Context: an optimization exercise on an open-source flow, tuned for small area, a short achievable clock period and few clock cycles per item. The choices shown serve that exercise and are no tape-out recipe.
RTL that was checked went through simulation tests only; none was proved equivalent to the original.
Power figures rest on the tool's default switching activity, not on a simulated workload.

## texel_stream_to_bgra_decoder_core
module texel_stream_to_bgra_decoder_core (
    input  logic        aclk,
    input  logic        aresetn,
    input  logic        cfg_wr_en,
    input  logic [2:0]  cfg_addr,
    input  logic [13:0] cfg_wdata,
    input  logic        s_valid,
    output logic        s_ready,
    input  logic [31:0] s_texel_word,
    output logic        m_valid,
    input  logic        m_ready,
    output logic [23:0] m_pixel_index,
    output logic [7:0]  m_blue,
    output logic [7:0]  m_green,
    output logic [7:0]  m_red,
    output logic [7:0]  m_alpha,
    output logic        m_image_end
);
    logic [1:0]  fmt_reg;
    logic        tiled_reg;
    logic [11:0] wm1_reg;    
    logic [11:0] hm1_reg;    
    logic [12:0] pm1_reg;    
    logic [12:0] x_reg;
    logic [11:0] y_reg;
    logic [23:0] l_reg;
    logic [23:0] t_reg;
    logic        xin_reg;    
    logic        yin_reg;    
    logic        pge_reg;    
    logic        skid_v;
    logic        rdy_reg;    
    logic [31:0] skid_word;
    logic        m_v;
    logic [23:0] m_idx;
    logic [7:0]  m_b, m_g, m_r, m_a;
    logic        m_end;
    logic        cfg_hit, acc, out_free, keep, endp, adv, load_out;
    logic        xw, yh, xp, x_last, y_last, cend, rend;
    logic [12:0] xp1;
    logic [11:0] yp1;
    logic [23:0] l_plus_w;
    logic [31:0] src_word;
    logic [7:0]  dec_b, dec_g, dec_r, dec_a;
    function automatic logic [11:0] dim_m1(input logic [12:0] d);
        if (d[12])              dim_m1 = 12'hFFF;
        else if (d[11:0] == '0) dim_m1 = 12'd0;
        else                    dim_m1 = d[11:0] - 12'd1;
    endfunction
    function automatic logic [12:0] pitch_m1(input logic [13:0] d);
        if (d[13])              pitch_m1 = 13'h1FFF;
        else if (d[12:0] == '0) pitch_m1 = 13'd0;
        else                    pitch_m1 = d[12:0] - 13'd1;
    endfunction
    assign cfg_hit  = cfg_wr_en && (cfg_addr <= 3'd4);
    assign s_ready  = rdy_reg;
    assign acc      = s_valid && !skid_v;
    assign out_free = !m_v || m_ready;
    assign xp1 = x_reg + 13'd1;
    assign yp1 = y_reg + 12'd1;
    assign xw  = (x_reg == {1'b0, wm1_reg});
    assign yh  = (y_reg == hm1_reg);
    assign xp  = (x_reg == pm1_reg);
    assign keep = xin_reg && yin_reg;
    assign endp = xw && yh;
    assign load_out = out_free && (skid_v || (acc && keep));
  ...
==> module texel_stream_to_bgra_decoder_core, before the edit <==
module texel_stream_to_bgra_decoder_core (
    input  logic        aclk,
    input  logic        aresetn,
    input  logic        cfg_wr_en,
    input  logic [2:0]  cfg_addr,
    input  logic [13:0] cfg_wdata,
    input  logic        s_valid,
    output logic        s_ready,
    input  logic [31:0] s_texel_word,
    output logic        m_valid,
    input  logic        m_ready,
    output logic [23:0] m_pixel_index,
    output logic [7:0]  m_blue,
    output logic [7:0]  m_green,
    output logic [7:0]  m_red,
    output logic [7:0]  m_alpha,
    output logic        m_image_end
);
    logic [1:0]  fmt_reg;
    logic        tiled_reg;
    logic [11:0] wm1_reg;    
    logic [11:0] hm1_reg;    
    logic [12:0] pm1_reg;    
    logic [12:0] x_reg;
    logic [11:0] y_reg;
    logic [23:0] l_reg;
    logic [23:0] t_reg;
    logic        xin_reg;    
    logic        yin_reg;    
    logic        pge_reg;    
    logic        skid_v;
    logic        rdy_reg;    
    logic [31:0] skid_word;
    logic        m_v;
    logic [23:0] m_idx;
    logic [7:0]  m_b, m_g, m_r, m_a;
    logic        m_end;
    logic        cfg_hit, acc, out_free, keep, endp, adv, load_out;
    logic        xw, yh, xp, x_last, y_last, cend, rend;
    logic [12:0] xp1;
    logic [11:0] yp1;
    logic [23:0] l_plus_w;
    logic [31:0] src_word;
    logic [7:0]  dec_b, dec_g, dec_r, dec_a;
    function automatic logic [11:0] dim_m1(input logic [12:0] d);
        if (d[12])              dim_m1 = 12'hFFF;
        else if (d[11:0] == '0) dim_m1 = 12'd0;
        else                    dim_m1 = d[11:0] - 12'd1;
    endfunction
    function automatic logic [12:0] pitch_m1(input logic [13:0] d);
        if (d[13])              pitch_m1 = 13'h1FFF;
        else if (d[12:0] == '0) pitch_m1 = 13'd0;
        else                    pitch_m1 = d[12:0] - 13'd1;
    endfunction
    assign cfg_hit  = cfg_wr_en && (cfg_addr <= 3'd4);
    assign s_ready  = rdy_reg;
    assign acc      = s_valid && !skid_v;
    assign out_free = !m_v || m_ready;
    assign xp1 = x_reg + 13'd1;
    assign yp1 = y_reg + 12'd1;
    assign xw  = (x_reg == {1'b0, wm1_reg});
    assign yh  = (y_reg == hm1_reg);
    assign xp  = (x_reg == pm1_reg);
    assign keep = xin_reg && yin_reg;
    assign endp = xw && yh;
    assign load_out = out_free && (skid_v || (acc && keep));
    assign adv      = (skid_v && out_free) || (acc && (!keep || out_free));
    assign x_last = xw || !xin_reg;
    assign y_last = yh || !yin_reg;
    assign cend   = tiled_reg ? (&x_reg[4:0]) : (x_last && (xp || pge_reg));
    assign rend   = tiled_reg ? (&y_reg[4:0]) : 1'b1;
    assign l_plus_w = l_reg + {12'd0, wm1_reg} + 24'd1;
    always_ff @(posedge aclk) begin
        if (!aresetn) begin
            fmt_reg   <= 2'd1;
            tiled_reg <= 1'b0;
            wm1_reg   <= 12'd0;
            hm1_reg   <= 12'd0;
            pm1_reg   <= 13'd0;
        end else if (cfg_wr_en) begin
            case (cfg_addr)
                3'd0: fmt_reg   <= cfg_wdata[1:0];
                3'd1: tiled_reg <= cfg_wdata[0];
                3'd2: wm1_reg   <= dim_m1(cfg_wdata[12:0]);
                3'd3: hm1_reg   <= dim_m1(cfg_wdata[12:0]);
                3'd4: pm1_reg   <= pitch_m1(cfg_wdata);
                default: ;
            endcase
        end
    end
    always_ff @(posedge aclk) begin
        if (!aresetn || cfg_hit) begin
            x_reg   <= '0;
            y_reg   <= '0;
            l_reg   <= '0;
            t_reg   <= '0;
            xin_reg <= 1'b1;
            yin_reg <= 1'b1;
            pge_reg <= 1'b0;
        end else if (adv) begin
            if (!cend) begin
                x_reg   <= xp1;
                xin_reg <= xin_reg && !xw;
                pge_reg <= pge_reg || xp;
            end else if (tiled_reg && !rend) begin
                x_reg   <= {x_reg[12:5], 5'd0};
                xin_reg <= 1'b1;
                y_reg   <= yp1;
                yin_reg <= yin_reg && !yh;
                l_reg   <= l_plus_w;
            end else if (tiled_reg && !x_last) begin
                x_reg   <= xp1;
                xin_reg <= 1'b1;
                y_reg   <= {y_reg[11:5], 5'd0};
                yin_reg <= 1'b1;
                l_reg   <= t_reg;
            end else if (!y_last) begin
                x_reg   <= '0;
                xin_reg <= 1'b1;
                pge_reg <= 1'b0;
                y_reg   <= yp1;
                yin_reg <= 1'b1;
                l_reg   <= l_plus_w;
                t_reg   <= l_plus_w;
            end else begin
                x_reg   <= '0;
                xin_reg <= 1'b1;
                pge_reg <= 1'b0;
                y_reg   <= '0;
                yin_reg <= 1'b1;
                l_reg   <= '0;
                t_reg   <= '0;
            end
        end
    end
    assign src_word = skid_v ? skid_word : s_texel_word;
    always_comb begin
        case (fmt_reg)
            2'd0: begin
                dec_r = src_word[7:0];
                dec_g = src_word[15:8];
                dec_b = src_word[23:16];
                dec_a = src_word[31:24];
            end
            2'd1: begin
                dec_a = {src_word[3:0], src_word[3:0]};
                dec_b = {src_word[7:4], src_word[7:4]};
                dec_g = {src_word[11:8], src_word[11:8]};
                dec_r = {src_word[15:12], src_word[15:12]};
            end
            2'd2: begin
                dec_b = {src_word[4:0], src_word[4:2]};
                dec_g = {src_word[10:5], src_word[10:9]};
                dec_r = {src_word[15:11], src_word[15:13]};
                dec_a = 8'hFF;
            end
            default: begin
                dec_a = src_word[0] ? 8'hFF : 8'h00;
                dec_b = {src_word[5:1], src_word[5:3]};
                dec_g = {src_word[10:6], src_word[10:8]};
                dec_r = {src_word[15:11], src_word[15:13]};
            end
        endcase
    end
    always_ff @(posedge aclk) begin
        if (!aresetn) begin
            skid_v  <= 1'b0;
            rdy_reg <= 1'b1;
            m_v     <= 1'b0;
        end else begin
            if (skid_v) begin
                skid_v  <= !out_free;
                rdy_reg <= out_free;
            end else begin
                skid_v  <= acc && keep && !out_free;
                rdy_reg <= !(acc && keep && !out_free);
            end
            if (out_free) m_v <= skid_v || (acc && keep);
        end
    end
    always_ff @(posedge aclk) begin
        if (!skid_v) skid_word <= s_texel_word;
    end
    always_ff @(posedge aclk) begin
        if (load_out) begin
            m_idx <= l_reg + {12'd0, x_reg[11:0]};
            m_end <= endp;
            m_b   <= dec_b;
            m_g   <= dec_g;
            m_r   <= dec_r;
            m_a   <= dec_a;
        end
    end
    assign m_valid       = m_v;
    assign m_pixel_index = m_idx;
    assign m_blue        = m_b;
    assign m_green       = m_g;
    assign m_red         = m_r;
    assign m_alpha       = m_a;
    assign m_image_end   = m_end;
endmodule
Settings: LEC_CHECK=0, CAP_MARGIN=20, CORE_MARGIN=2, CORE_UTILIZATION=40, CTS_CLUSTER_DIAMETER=80, CTS_CLUSTER_SIZE=24, SETUP_SLACK_MARGIN=4.0, SLEW_MARGIN=20; clock period 6.5 ns.
standard.sh (not shown) runs the stock make flow with config.mk's settings and CLKGATE_MAP_FILE= SYNTH_SCRIPT=/design/flow/synth_recipe.tcl, a recipe that flattens the netlist after the stock synthesis.
==> flow/flow/run.sh <==
#!/bin/bash
# Standard layout, with the port buffers inserted as buf_2 cells.
cp standard.sh standard_sh.log
cp config.mk config_mk.log
export BUFFER_PORTS_ARGS="-buffer_cell sky130_fd_sc_hd__buf_2"
bash standard.sh > standard.log 2>&1
Testbench counts at the start, summed over its fixed seeds: cycles 210,358, pixels 165,777.
Next try:
--- a/flow/design.v
+++ b/flow/design.v
@@ -46,17 +46,25 @@
     logic [12:0] xp1;
     logic [11:0] yp1;
     logic [23:0] l_plus_w;
+    logic [13:0] lw_lo;
+    logic [12:0] ix_lo;
+    logic [10:0] l_hi13_inc;
+    logic [11:0] l_hi12_inc;
     logic [31:0] src_word;
     logic [7:0]  dec_b, dec_g, dec_r, dec_a;
     function automatic logic [11:0] dim_m1(input logic [12:0] d);
+        logic [11:0] dec;
+        for (int i = 0; i < 12; i++) dec[i] = d[i] ^ !(|(d[11:0] & ((12'd1 << i) - 12'd1)));
         if (d[12])              dim_m1 = 12'hFFF;
         else if (d[11:0] == '0) dim_m1 = 12'd0;
-        else                    dim_m1 = d[11:0] - 12'd1;
+        else                    dim_m1 = dec;
     endfunction
     function automatic logic [12:0] pitch_m1(input logic [13:0] d);
+        logic [12:0] dec;
+        for (int i = 0; i < 13; i++) dec[i] = d[i] ^ !(|(d[12:0] & ((13'd1 << i) - 13'd1)));
         if (d[13])              pitch_m1 = 13'h1FFF;
         else if (d[12:0] == '0) pitch_m1 = 13'd0;
-        else                    pitch_m1 = d[12:0] - 13'd1;
+        else                    pitch_m1 = dec;
     endfunction
     assign cfg_hit  = cfg_wr_en && (cfg_addr <= 3'd4);
     assign s_ready  = rdy_reg;
@@ -75,7 +83,11 @@
     assign y_last = yh || !yin_reg;
     assign cend   = tiled_reg ? (&x_reg[4:0]) : (x_last && (xp || pge_reg));
     assign rend   = tiled_reg ? (&y_reg[4:0]) : 1'b1;
-    assign l_plus_w = l_reg + {12'd0, wm1_reg} + 24'd1;
+    assign lw_lo      = {1'b0, l_reg[12:0]} + {2'b0, wm1_reg} + 14'd1;
+    assign l_hi13_inc = l_reg[23:13] + 11'd1;
+    assign l_plus_w   = {lw_lo[13] ? l_hi13_inc : l_reg[23:13], lw_lo[12:0]};
+    assign ix_lo      = {1'b0, l_reg[11:0]} + {1'b0, x_reg[11:0]};
+    assign l_hi12_inc = l_reg[23:12] + 12'd1;
     always_ff @(posedge aclk) begin
         if (!aresetn) begin
             fmt_reg   <= 2'd1;
@@ -189,7 +201,7 @@
     end
     always_ff @(posedge aclk) begin
         if (load_out) begin
-            m_idx <= l_reg + {12'd0, x_reg[11:0]};
+            m_idx <= {ix_lo[12] ? l_hi12_inc : l_reg[23:12], ix_lo[11:0]};
             m_end <= endp;
             m_b   <= dec_b;
             m_g   <= dec_g;
After rerunning: Setup slack loses 410 ps. Synthesized area shrinks by 1.9%. Design area grows by about 2.6%. Utilization grows by 2.7 points. Clock power shrinks by about 1%. Global-route usage shrinks by 0.52 points. Total power grows by 3.5%. Register-to-register slack loses 100 ps. Sequential power stays flat. Clock-buffer cell count grows by 2. First-iteration DRC count grows by 16%. Wire length shrinks by about 0.3%. Final cell count shrinks by about 0.56%.
Only the layout flow was run in the second run of this note; the RTL was not checked for function there.

==> what the ideal ports hide <==
How much do the figures lean on ideal ports? The routed layouts below were timed once more, with nothing changed but the port constraints.
Step 1 assumes that a clkbuf_16 drives the clock port and a buf_2 every other input.
Step 2 moves the port delays by t, midway between the first and last clock arrival at a register: inputs arrive t later, outputs are due t later. That takes back most of the time a late clock gives input paths.
Three values: ideal ports, drivers, drivers and shift; two values: the first two.
| run | shift t [ns] | setup WS [ns] | cell pins on the clock port's net |
|---|---|---|---|
| the first run | 0.524 | 3.897 / 3.912 / 3.387 | 1 |
| the second run | 0.522 | 3.484 / 3.475 / 2.953 | 1 |
After both steps every run listed still meets setup and hold. The setup slack of the second run, which loses most, moves by -0.009 ns with the drivers and by -0.531 ns with both steps.
